Context: an optimization exercise on an open-source flow, tuned for small area. The choices shown serve that exercise and are no tape-out recipe.
Function was checked by simulation only, so behaviour that the tests miss may differ from the original.
Power is estimated from default activity; no workload was simulated.

===== constraint.sdc =====
create_clock -name core_clock -period 5.0 [get_ports {clk}]
set_input_delay 1.0000 -clock core_clock [delete_from_list [all_inputs] [get_ports {clk}]]
set_output_delay 1.0000 -clock core_clock [all_outputs]
set_load 0.01 [all_outputs]

===== run.sh =====
#!/bin/bash
# synth_recipe.tcl (not shown) runs the flow's synth.tcl, then flattens the netlist and writes it again
# the make line also repeats each setting of config.mk as NAME=value (left out here)
make -C /OpenROAD-flow-scripts/flow DESIGN_CONFIG=/design/flow/config.mk WORK_HOME=/design/flow/orfs CLKGATE_MAP_FILE= SYNTH_SCRIPT=/design/flow/synth_recipe.tcl finish

===== config.mk =====
export PLATFORM = sky130hd
export DESIGN_NAME = branch_train_queue
export DESIGN_NICKNAME = branch_train_queue
export VERILOG_FILES = /design/flow/design.v
export SDC_FILE = /design/flow/constraint.sdc
export NUM_CORES = 4
export LEC_CHECK = 0
export CAP_MARGIN = 20
export CORE_MARGIN = 2
export CORE_UTILIZATION = 40
export SLEW_MARGIN = 20

===== design.v =====
package branch_train_queue_pkg;
  localparam int DEF_DEPTH = 16;
  localparam int DEF_AW    = 32;
  function automatic int rec_w(input int aw);
    rec_w = 2 + 2 * aw;
  endfunction
  function automatic int off_target(input int aw);
    off_target = 0 * aw;
  endfunction
  function automatic int off_pc(input int aw);
    off_pc = aw;
  endfunction
  function automatic int off_taken(input int aw);
    off_taken = 2 * aw;
  endfunction
  function automatic int off_isbranch(input int aw);
    off_isbranch = 2 * aw + 1;
  endfunction
endpackage
module btq_storage #(
  parameter int DEPTH = 16,
  parameter int W     = 66
) (
  input  logic                     clk,
  input  logic                     we0,
  input  logic [$clog2(DEPTH)-1:0] waddr0,
  input  logic [W-1:0]             wdata0,
  input  logic                     we1,
  input  logic [$clog2(DEPTH)-1:0] waddr1,
  input  logic [W-1:0]             wdata1,
  input  logic [$clog2(DEPTH)-1:0] raddr0,
  input  logic [$clog2(DEPTH)-1:0] raddr1,
  output logic [W-1:0]             rdata0,
  output logic [W-1:0]             rdata1
);
  logic [W-1:0] mem [DEPTH];
  always_ff @(posedge clk) begin
    if (we0) mem[waddr0] <= wdata0;
    if (we1) mem[waddr1] <= wdata1;
  end
  assign rdata0 = mem[raddr0];
  assign rdata1 = mem[raddr1];
endmodule
module branch_train_queue #(
  parameter int DEPTH = branch_train_queue_pkg::DEF_DEPTH,
  parameter int AW    = branch_train_queue_pkg::DEF_AW
) (
  input  logic                       clk,
  input  logic                       rst,
  input  logic                       in_valid0,
  input  logic                       in_valid1,
  input  logic                       in_isbranch0,
  input  logic                       in_isbranch1,
  input  logic                       in_taken0,
  input  logic                       in_taken1,
  input  logic [AW-1:0]              in_pc0,
  input  logic [AW-1:0]              in_pc1,
  input  logic [AW-1:0]              in_target0,
  input  logic [AW-1:0]              in_target1,
  output logic                       in_ready,
  input  logic                       drain_en,
  output logic                       train_valid0,
  output logic                       train_valid1,
  output logic                       isbranch0,
  output logic                       isbranch1,
  output logic                       taken0,
  output logic                       taken1,
  output logic [AW-1:0]              address_branch0,
  output logic [AW-1:0]              address_branch1,
  output logic [AW-1:0]              address_result0,
  output logic [AW-1:0]              address_result1,
  output logic [$clog2(DEPTH):0]     count,
  output logic                       err_overflow
);
  localparam int PW  = $clog2(DEPTH);
  localparam int CW  = PW + 1;
  localparam int RW  = branch_train_queue_pkg::rec_w(AW);
  localparam int OTG = branch_train_queue_pkg::off_target(AW);
  localparam int OPC = branch_train_queue_pkg::off_pc(AW);
  localparam int OTK = branch_train_queue_pkg::off_taken(AW);
  localparam int OIB = branch_train_queue_pkg::off_isbranch(AW);
  logic [PW-1:0] wr_ptr, rd_ptr;
  logic [CW-1:0] count_q;
  logic [1:0]    n_in, n_out;
  logic [RW-1:0] rec0, rec1, rdata0, rdata1;
  logic [PW-1:0] waddr1;
  assign count    = count_q;
  assign in_ready = count_q <= CW'(DEPTH - 2);
  assign n_in     = in_ready ? ({1'b0, in_valid0} + {1'b0, in_valid1}) : 2'd0;
  always_comb begin
    n_out = 2'd0;
    if (drain_en) n_out = (count_q >= CW'(2)) ? 2'd2 : count_q[1:0];
  end
  assign rec0   = {in_isbranch0, in_taken0, in_pc0, in_target0};
  assign rec1   = {in_isbranch1, in_taken1, in_pc1, in_target1};
  assign waddr1 = in_valid0 ? wr_ptr + PW'(1) : wr_ptr;
  btq_storage #(.DEPTH(DEPTH), .W(RW)) u_storage (
    .clk    (clk),
    .we0    (in_ready & in_valid0),
    .waddr0 (wr_ptr),
    .wdata0 (rec0),
    .we1    (in_ready & in_valid1),
    .waddr1 (waddr1),
    .wdata1 (rec1),
    .raddr0 (rd_ptr),
    .raddr1 (rd_ptr + PW'(1)),
    .rdata0 (rdata0),
    .rdata1 (rdata1)
  );
  always_ff @(posedge clk) begin
    if (rst) begin
      wr_ptr          <= '0;
      rd_ptr          <= '0;
      count_q         <= '0;
      err_overflow    <= 1'b0;
      train_valid0    <= 1'b0;
      train_valid1    <= 1'b0;
      isbranch0       <= 1'b0;
      isbranch1       <= 1'b0;
      taken0          <= 1'b0;
      taken1          <= 1'b0;
      address_branch0 <= '0;
      address_branch1 <= '0;
      address_result0 <= '0;
      address_result1 <= '0;
    end else begin
      wr_ptr       <= wr_ptr + PW'(n_in);
      rd_ptr       <= rd_ptr + PW'(n_out);
      count_q      <= count_q + CW'(n_in) - CW'(n_out);
      train_valid0 <= n_out != 2'd0;
      train_valid1 <= n_out == 2'd2;
      if (!in_ready && (in_valid0 || in_valid1)) err_overflow <= 1'b1;
      if (n_out != 2'd0) begin
        isbranch0       <= rdata0[OIB];
        taken0          <= rdata0[OTK];
        address_branch0 <= rdata0[OPC +: AW];
        address_result0 <= rdata0[OTG +: AW];
      end
      if (n_out == 2'd2) begin
        isbranch1       <= rdata1[OIB];
        taken1          <= rdata1[OTK];
        address_branch1 <= rdata1[OPC +: AW];
        address_result1 <= rdata1[OTG +: AW];
      end
    end
  end
endmodule

==> summary.txt <==
==> critical path, cell delays in order, from the launching register on <==
cell             delay (ps)
dfxtp_1                 460
ha_1                    190
nand2b_1                 60
a41oi_2                 600
clkdlybuf4s50_1         670
==> worst max path at each step <==
| stage | slack [ps] | end | startpoint | cells after the start |
|---|---|---|---|---|
| after floorplan | -360 | u_storage.mem[10][0] | in_valid0 | 4 |
| after global placement | 690 | u_storage.mem[2][22] | in_valid0 | 7 |
| after detailed placement | 630 | u_storage.mem[3][44] | in_valid0 | 7 |
| after CTS | 1160 | in_ready | count_q[2] | 4 |
| after global routing | 1090 | in_ready | count_q[2] | 4 |
| final | 1220 | in_ready | count_q[2] | 4 |
==> stage by stage <==
| step | setup WS (ps) | hold WS [ps] |
|---|---|---|
| 2_1_floorplan | -356.3 | 504.7 |
| 3_3_place_gp | 688.8 | 447.3 |
| 3_5_place_dp | 632.6 | 454.6 |
| 4_1_cts | 1159 | 467.8 |
| 5_1_grt | 1090 | 484.1 |
| 6_report | 1224 | 464.8 |
==> layout make-up <==
type / count / area [sq um]
repair buffers: 401 / 4642
fillers: 14180 / 87050
flip-flops and latches: 1204 / 34680
well taps: 2175 / 2721
diodes: 16 / 40.04
multi-input cells: 2457 / 29360
clock inverters: 62 / 624.3
clock buffers: 192 / 3759
inverters: 20 / 75.07
==> state kept, by name, indices dropped and copies added (netlist names) <==
name and count:
wr_ptr 4, train_valid0 1, u_storage.mem 1056, address_result0 32, count_q 5, err_overflow 1
train_valid1 1, address_result1 32, taken0 1, isbranch1 1, address_branch0 32, isbranch0 1
taken1 1, address_branch1 32, rd_ptr 4
==> power breakdown <==
group          total [uW]  internal [uW]  leakage (uW)  switching, uW
logic               11500           5530        0.0111           5980
registers           13100          12300        0.0108            812
clock network       10100           5750       0.00213           4320
==> logic make-up after synthesis <==
logic type / after synthesis
mux: 1584
simple gates: 403
fa+ha+maj: 24
compound gates: 433
buf+inv: 479
xor+xnor: 13
flops: 1204
==> layout by cell type, fill, tap and decap left out, types with 16 or more instances in the layout <==
master and count:
clkinv_1 24, a211o_1 66, a21oi_1 137, mux4_2 528
inv_1 20, clkbuf_1 46, nor2_4 19, clkbuf_16 140
a22o_1 67, o22ai_4 16, diode_2 16, mux2_1 87
dfxtp_1 146, buf_4 49, buf_12 75, edfxtp_1 1056
ha_1 19, clkdlybuf4s50_1 277, a22oi_1 133, mux2_2 969
nand2_1 344
==> per-layer routing <==
layer  GRT usage [%]  routed length, um  vias to the layer above
met5               0                163                        -
met4           8.025               6134                       24
met3           4.220              14420                      331
met2           41.90             105500                     1630
met1           33.55              86900                    21740
li1                -                  -                    16930
==> flow_summary.ini <==
[timing]
finalHoldViolCount = 0
rsz0062_at_grt = no
tightest_slew_ps = 1090
setup_violations = 0
finalClockSkew_ps = 29.82
fin_tns_setup_ps = 0
min_period_over_period_pct = 75.52
clock.fmax_ghz = 0.2648
slew_violations = 0
slew_headroom_pct = 27.17
period_needed_ps = 3776

[cells_and_area]
layout-drive-gt1-share_pct = 42.85
fin_cells = 6527
fin_area_sq_mm = 0.07591
final_util_pct = 46.58
area_growth_pct = 15.38
final_nets = 4384

[critical_path]
path_max_fanout = 12
cp-start-kind = flip-flop
cp-end-kind = output port
arrival_ps = 2780
regToRegSetupSlack_ps = 1550
worst_r2r_startpoint = count_q[2]
worstSetupPathType = flip-flop to output port
critical_path_required_ps = 4000
r2r_cells = 7
r2r-end = u_storage.mem[12][55]

[grt]
grt_usage_pct = 25.16
grt_pass1_wl_um = 305200
grt_max_degree = 133
grt_pass1_vias = 41330
gr-total-overflow = 0
antenna_found_initial = 30

[logic_synthesis]
synth-compound-area-share_pct = 4.688
synth_top_cell_by_area = edfxtp_1
synth_adder_area_share_pct = 0.5021
synth.avg_cell_area_sq_um = 15.89
synth.area.top_cells = edfxtp_1 48%, mux4_2 18%, mux2_2 17%
ys_seq_area_share_pct = 52.70
synth.cell_area_sq_mm = 0.06579
synth_cell_types = 42
synth_fp_nets = 4301
synth-edff-count = 1056
muxShareOfSynthArea_pct = 36.15
synthArstFlopShare_pct = 0
synth_top_cell_area_share_pct = 48.20
ys_warn_count = 2
ys_dominant_reg_cell = edfxtp_1
yosysMostFrequentCell = edfxtp_1
synth_common_cells = 1056 x edfxtp_1, 969 x mux2_2, 528 x mux4_2
synth_simple_gate_area_share_pct = 2.429
synthCells = 4140
ys_ff_latch = 1204
synth_top_family_by_area = multiplexers
synth_xor_area_share_pct = 0.1845

[min_path]
hp-class = flip-flop to flip-flop
holdPathEnd = address_branch1[6]
min_from = address_branch1[6]
holdPathStages = 1

[die]
dieHeight_um = 409.6
die_w_um = 409.6
dieArea_sq_mm = 0.1677
rows = 148
ios = 278
start_util_pct = 40.37
core_sq_mm = 0.1630

[flow_run]
max_cap_viol_count = 0

[clock_tree]
cts.clk_slew.worst_paths_ps = 60
numCtsBuffers = 139
cts.sink_count = 1204
cts_buffer_depth = 3
cts_tree = built
clk_latency_ps = 790
ctsResizeCount = 0
post_cts_buffers = 0
cts_root_buf = clkbuf_16
cts_hold_buf = 0
cts-htree-levels = 4

[drt]
drc = 0
routedWlPerCell_um = 32.64
drt_pre_antenna_iters = 6
drt_iter0_drc = 4417
drt_wl_total_um = 213100
drtAntennaViolNets = 0
route.vias.total = 40650
viasPerCell = 6.228

[placement]
dp_hpwl_um = 116700
io_buffers = 277
placedCellCount = 6257
gp_congestion = 0.7947
postPlaceCellArea_sq_mm = 0.07148

[power]
p_leak_uw = 0.02399
powerDensity_mw_per_mm2 = 456.9
peakVddDrop_mv = 0.4304
total_power_uw = 34680

[status]
status = finished clean

[separate check: timing with driven ports]
The flow's constraints put no driver on any port. The routed layout listed below was extracted and timed again, unchanged, in two steps. Step 1, drivers: a clkbuf_16 drives clk and a buf_2 each remaining input, both assumed. Step 2 times the ports against the registers' clock, not the clock port: input delays grow and output delays shrink by t, the midpoint of the rising clock arrivals with the driver on. Slacks: no drivers / after step 1 / after step 2; pairs: no drivers / after step 1.
shift t [ns]: 0.861
setup slack, ns: 1.224 / 1.145 / 0.607
hold slack, ns: 0.465 / 0.465 / 0.465
worst setup path at the end: input to register
worst data-port slew with drivers (ns): 0.16
After both steps this run still meets setup and hold. The setup slack of this run moves by -0.079 ns with the drivers and by -0.617 ns with both steps.
